Context: an optimization exercise on an open-source flow, tuned for small area, a short achievable clock period and few clock cycles per item. The choices shown serve that exercise and are no tape-out recipe.
RTL that was checked went through simulation tests only; none was proved equivalent to the original.
Power and IR drop assume default switching activity.

==> flow/design.v (excerpt) <==
module bmp_stream_to_rgba_decoder (
    input  wire logic           aclk,
    input  wire logic           aresetn,
    input  wire logic           s_tvalid,
    output logic                s_tready,
    input  wire logic [7:0]     s_tdata,
    input  wire logic           s_tlast,
    output logic                m_tvalid,
    input  wire logic           m_tready,
    output logic [87:0]         m_tdata,
    output logic [1:0]          m_tuser,
    output logic                m_tlast
);
    localparam int N  = 3;
    localparam int CW = $clog2(N + 1);
    localparam logic [1:0] T_PIX  = 2'b00;    
    localparam logic [1:0] T_EOL  = 2'b01;    
    localparam logic [1:0] T_LAST = 2'b11;    
    localparam logic [1:0] T_INFO = 2'b10;    
    logic           ph_hdr, ph_skip, ph_pix, ph_pad, ph_ign;
    logic [5:0]     pos;         
    logic [18:0]    off_hi;      
    logic [12:0]    w;
    logic [12:0]    h;           
    logic           hz, ho;      
    logic           sig_ok, info_ok, fmt_ok, wide;
    logic           eol_f;       
    logic           last_f;      
    logic           w_sz;        
    logic           w_big;       
    logic           h_sz;        
    logic           h_big;       
    logic           off_lt;      
    logic           off_eq;      
    logic [12:0]    col;         
    logic [31:0]    q_data [0:N-1];
    logic [1:0]     q_tag  [0:N-1];
    logic [N-1:0]   wr_sel, rd_sel;
    logic [CW-1:0]  count;
    logic           full, nonempty;      
    logic           o_valid;
    logic [1:0]     o_kind;
    logic           o_last;
    logic [2:0]     o_err;
    logic [12:0]    o_w, o_h;
    logic [11:0]    o_x, o_y;
    logic [7:0]     o_r, o_g, o_b, o_a;
    logic           o_bu, o_eol;
    logic acc, push, pop;
    assign s_tready = !full;
    assign acc      = s_tvalid && !full;
    assign pop      = nonempty && (!o_valid || m_tready);
    logic [1:0]  bip;
    logic [31:0] off;
    assign bip = pos[1:0];
    assign off = {off_hi, col};
    logic        hdr_bad;
  ...
For scale: roughly 1300 cells after synthesis, about 290 flip-flops, about 110 I/O pins.
==> flow/config.mk <==
export PLATFORM = sky130hd
export DESIGN_NAME = bmp_stream_to_rgba_decoder
export DESIGN_NICKNAME = bmp_stream_to_rgba_decoder
export VERILOG_FILES = /design/flow/design.v
export SDC_FILE = /design/flow/constraint.sdc
export NUM_CORES = 4
export LEC_CHECK = 0
export ABC_CLOCK_PERIOD_IN_PS = 2500
export CAP_MARGIN = 20
export CORE_MARGIN = 2
export CORE_UTILIZATION = 70
export CTS_BUF_LIST = sky130_fd_sc_hd__clkbuf_4 sky130_fd_sc_hd__clkbuf_8
export SETUP_SLACK_MARGIN = 4.0
export SLEW_MARGIN = 20
==> flow/constraint.sdc <==
create_clock -name core_clock -period 6.0 [get_ports {aclk}]
set_input_delay 1.2000 -clock core_clock [delete_from_list [all_inputs] [get_ports {aclk}]]
set_output_delay 1.2000 -clock core_clock [all_outputs]
set_load 0.01 [all_outputs]
run.sh (not shown) runs the stock make flow with config.mk's settings and CLKGATE_MAP_FILE= SYNTH_SCRIPT=/design/flow/synth_recipe.tcl, a recipe that flattens the netlist after the stock synthesis.
The baseline died in 5_1_grt.
Change:
--- a/flow/config.mk
+++ b/flow/config.mk
@@ -11,3 +11,2 @@
-export CORE_UTILIZATION = 70
-export CTS_BUF_LIST = sky130_fd_sc_hd__clkbuf_4 sky130_fd_sc_hd__clkbuf_8
-export SETUP_SLACK_MARGIN = 4.0
+export CORE_UTILIZATION = 60
+export SETUP_SLACK_MARGIN = 3.5
The changed run ran to the end with no violations.
Synthesized cell count stays the same.
Synthesized area is unchanged.
No functional check of the RTL was part of any run of this note.

---

bmp_stream_to_rgba_decoder, a different RTL version from the one above (not shown whole).
Size: roughly 1,300 cells after synthesis, about 280 flip-flops, ~0.014 sq mm of cells after synthesis.
==> flow/config.mk <==
export PLATFORM = sky130hd
export DESIGN_NAME = bmp_stream_to_rgba_decoder
export DESIGN_NICKNAME = bmp_stream_to_rgba_decoder
export VERILOG_FILES = /design/flow/design.v
export SDC_FILE = /design/flow/constraint.sdc
export NUM_CORES = 4
export LEC_CHECK = 0
export CAP_MARGIN = 20
export CORE_MARGIN = 2
export CORE_UTILIZATION = 60
export SLEW_MARGIN = 20
==> flow/constraint.sdc <==
create_clock -name core_clock -period 6.0 [get_ports {aclk}]
set_input_delay 1.2000 -clock core_clock [delete_from_list [all_inputs] [get_ports {aclk}]]
set_output_delay 1.2000 -clock core_clock [all_outputs]
set_load 0.01 [all_outputs]
Then changed:
- ABC_CLOCK_PERIOD_IN_PS: not set -> 2500
- SETUP_SLACK_MARGIN: not set -> 3.5
=>
- flip-flop and latch count stays the same
- worst setup slack is better by 0.85 ns
- utilization came out higher by 11 points
- combinational power increases by a quarter to a third
- area after synthesis stays the same
- register-to-register slack improves by 0.85 ns
- clock-buffer cell count stays the same
- die area is unchanged
- wire length rose by about a fifth
- design area went up by about a fifth
No functional check of the RTL was part of any run of this note.

---

Setup of run 1:
bmp_stream_to_rgba_decoder, a different RTL version from the one above (not shown whole).
Size: about 110 I/O pins, ~0.015 mm^2 of cells after synthesis.
clock: 6.0 ns
lec_check: 0
cap_margin: 20
core_margin: 2
core_utilization: 60
cts_cluster_diameter: 100
cts_cluster_size: 30
setup_slack_margin: 3.5
slew_margin: 20
standard.sh (not shown) runs the stock make flow with config.mk's settings and CLKGATE_MAP_FILE= SYNTH_SCRIPT=/design/flow/synth_recipe.tcl, a recipe that flattens the netlist after the stock synthesis.
==> flow/flow/run.sh <==
#!/bin/bash
# Own layout flow: the standard flow (standard.sh) with one change, the buffer cell put on
# every input and output port (buf_2 instead of the one buffer_ports picks by itself).
# Each tool's output is in orfs/logs/; this script's own output goes to run_flow.log.
set -euo pipefail
bash standard.sh "BUFFER_PORTS_ARGS=-buffer_cell sky130_fd_sc_hd__buf_2" finish > run_flow.log 2>&1
Testbench counts of run 1, summed over its fixed seeds: cycles 520,358, bytes 477,256.
Changes in run 2 relative to run 1:
# run 1
export LEC_CHECK = 0
export CAP_MARGIN = 20
export CORE_MARGIN = 2
export CORE_UTILIZATION = 60
export CTS_CLUSTER_DIAMETER = 100
export CTS_CLUSTER_SIZE = 30
export SETUP_SLACK_MARGIN = 3.5
export SLEW_MARGIN = 20
create_clock -name core_clock -period 6.0 [get_ports {aclk}]
# run 2
export LEC_CHECK = 0
export CAP_MARGIN = 20
export CORE_MARGIN = 2
export CORE_UTILIZATION = 70
export CTS_CLUSTER_DIAMETER = 100
export CTS_CLUSTER_SIZE = 30
export SETUP_SLACK_MARGIN = 3.5
export SLEW_MARGIN = 20
create_clock -name core_clock -period 6.0 [get_ports {aclk}]
==> run summary <==
Power dissipated by switching net loads: run 2 vs run 1 — no meaningful difference
Final critical-path required period of run 1 is on par with run 2.
Looking at post-CTS setup buffer count, run 2 sits above run 1.
Status: multi-input gate share of total cell area parity (run 1, run 2)
Of run 2 and run 1, it is run 2 that has the higher overall routing resource usage.
[compare] base=run 1 new=run 2: part of the total power dissipated in combinational logic level, count of inserted antenna diode cells grew by 1, post-cts sizing count climbed about 8%, clock network fraction of total power stayed essentially flat, layout net count has remained practically unchanged.
Compared run 1 against run 2; static leakage within noise.
> inputs changed (run 2 -> run 3)
# run 2
export LEC_CHECK = 0
export CAP_MARGIN = 20
export CORE_MARGIN = 2
export CORE_UTILIZATION = 70
export CTS_CLUSTER_DIAMETER = 100
export CTS_CLUSTER_SIZE = 30
export SETUP_SLACK_MARGIN = 3.5
export SLEW_MARGIN = 20
create_clock -name core_clock -period 6.0 [get_ports {aclk}]
# run 3
export LEC_CHECK = 0
export CAP_MARGIN = 20
export CORE_MARGIN = 2
export CORE_UTILIZATION = 60
export CTS_CLUSTER_DIAMETER = 100
export CTS_CLUSTER_SIZE = 30
export SETUP_SLACK_MARGIN = 3.9
export SLEW_MARGIN = 20
create_clock -name core_clock -period 6.0 [get_ports {aclk}]
Run 2 → run 3: synthesis-to-layout area growth climbed 17 points; maximum fanout count along the critical path went up; worst setup margin fell 0.079 ns.
Modified inputs, run 4 compared to run 3
# run 3
export LEC_CHECK = 0
export CAP_MARGIN = 20
export CORE_MARGIN = 2
export CORE_UTILIZATION = 60
export CTS_CLUSTER_DIAMETER = 100
export CTS_CLUSTER_SIZE = 30
export SETUP_SLACK_MARGIN = 3.9
export SLEW_MARGIN = 20
create_clock -name core_clock -period 6.0 [get_ports {aclk}]
# run 4
export LEC_CHECK = 0
export CAP_MARGIN = 20
export CORE_MARGIN = 2
export CORE_UTILIZATION = 70
export CTS_CLUSTER_DIAMETER = 100
export CTS_CLUSTER_SIZE = 30
export PLACE_DENSITY = 0.9
export SETUP_SLACK_MARGIN = 3.5
export SLEW_MARGIN = 20
create_clock -name core_clock -period 6.0 [get_ports {aclk}]
==> comparison <==
- The flow did not stop early for run 4: all stages ran, and the layout cleared the timing, DRC and antenna checks.
- Run 4 vs run 3, post-detailed-placement half-perimeter wirelength went up by 1100 um.
- Global-route wire length before repair ends up higher on run 4.
- From run 3 to run 4 the numbers moved as follows: normalized max-slew margin saw a decrease; fmax saw a decrease; wire length saw an increase; proportion of layout cells with a drive suffix above 1 saw a decrease; flip-flop and latch share of the layout cell area saw an increase.
- Design area: higher on run 3
- | clock network area share | lower: run 3 |

---

Another version of the RTL of bmp_stream_to_rgba_decoder (not shown whole).
Size in the first run: about 1,300 cells after synthesis, about 290 flip-flops, ~110 I/O pins.
make LEC_CHECK=0 ABC_CLOCK_PERIOD_IN_PS=2500 CAP_MARGIN=20 CORE_MARGIN=2 CORE_UTILIZATION=60 SETUP_SLACK_MARGIN=3.5 SLEW_MARGIN=20 finish   # period 6.0 ns
run.sh (not shown) runs the stock make flow with config.mk's settings and CLKGATE_MAP_FILE= SYNTH_SCRIPT=/design/flow/synth_recipe.tcl, a recipe that flattens the netlist after the stock synthesis.
Stock flow here: none of the scripts above is used.
Change:
==> flow/flow/run.sh (new file) <==
#!/bin/bash
# Own layout flow: the standard flow (standard.sh) with one change, the buffer cell put on
# every input and output port (buf_2 instead of the one buffer_ports picks by itself).
# Each tool's output is in orfs/logs/; this script's own output goes to run_flow.log.
set -euo pipefail
bash standard.sh "BUFFER_PORTS_ARGS=-buffer_cell sky130_fd_sc_hd__buf_2" finish > run_flow.log 2>&1
==> flow/standard.sh (new file) <==
#!/bin/bash
# synth_recipe.tcl (not shown) runs the flow's synth.tcl, then flattens the netlist and writes it again
# the make line also repeats each setting of config.mk as NAME=value (left out here)
make -C /OpenROAD-flow-scripts/flow DESIGN_CONFIG=/design/flow/config.mk WORK_HOME=/design/flow/orfs CLKGATE_MAP_FILE= SYNTH_SCRIPT=/design/flow/synth_recipe.tcl "${@:-finish}"
removed: flow/run.sh
Outcome: The changed run finished clean. Via count went down by about 1.7%. Power went up by 1.2%. Cell count drops by about 0.5%. First-iteration DRC count grows by 4.0%. Routed wire length shrinks by 1.9%. Register-to-register slack gets better by 20 ps. Clock power goes up by about 5%.
No run of this note included a check of the RTL's function; only the layout flow was run.

## separate check: timing with driven ports
How much do the figures lean on ideal ports? The routed layouts below were timed once more, with nothing changed but the port constraints. Step 1 assumes that a clkbuf_16 drives the clock port and a buf_2 every other input. Step 2 times the ports against the registers' clock, not the clock port: input delays grow and output delays shrink by t, the midpoint of the rising clock arrivals with the driver on. Slacks: ideal ports / drivers / drivers and shift; pairs: ideal ports / drivers.
run	t, ns	slack for setup (ns)	hold WS [ns]	clock arrival spread, ns
the second run of note 1	0.611	3.325 / 3.325 / 2.956	0.545 / 0.545 / 0.545	0.019 / 0.019
the first run of note 2	0.578	2.075 / 2.075 / 2.057	0.476 / 0.476 / 0.476	0.016 / 0.016
the second run of note 2	0.597	2.922 / 2.922 / 2.687	0.517 / 0.517 / 0.517	0.019 / 0.019
run 1	0.554	3.528 / 3.500 / 3.038	0.435 / 0.435 / 0.435	0.028 / 0.028
run 2	0.542	3.530 / 3.530 / 3.046	0.437 / 0.437 / 0.437	0.019 / 0.019
run 3	0.550	3.452 / 3.452 / 3.199	0.428 / 0.428 / 0.428	0.022 / 0.022
run 4	0.550	3.254 / 3.254 / 3.032	0.431 / 0.431 / 0.431	0.027 / 0.027
the first run of note 4	0.615	3.319 / 3.319 / 2.958	0.523 / 0.523 / 0.523	0.009 / 0.009
the second run of note 4	0.607	3.342 / 3.342 / 2.989	0.525 / 0.525 / 0.525	0.013 / 0.013
After both steps setup and hold are still met in every run listed. For run 1, which loses most, drivers alone change the setup slack by -0.028 ns; drivers and shift together by -0.490 ns.
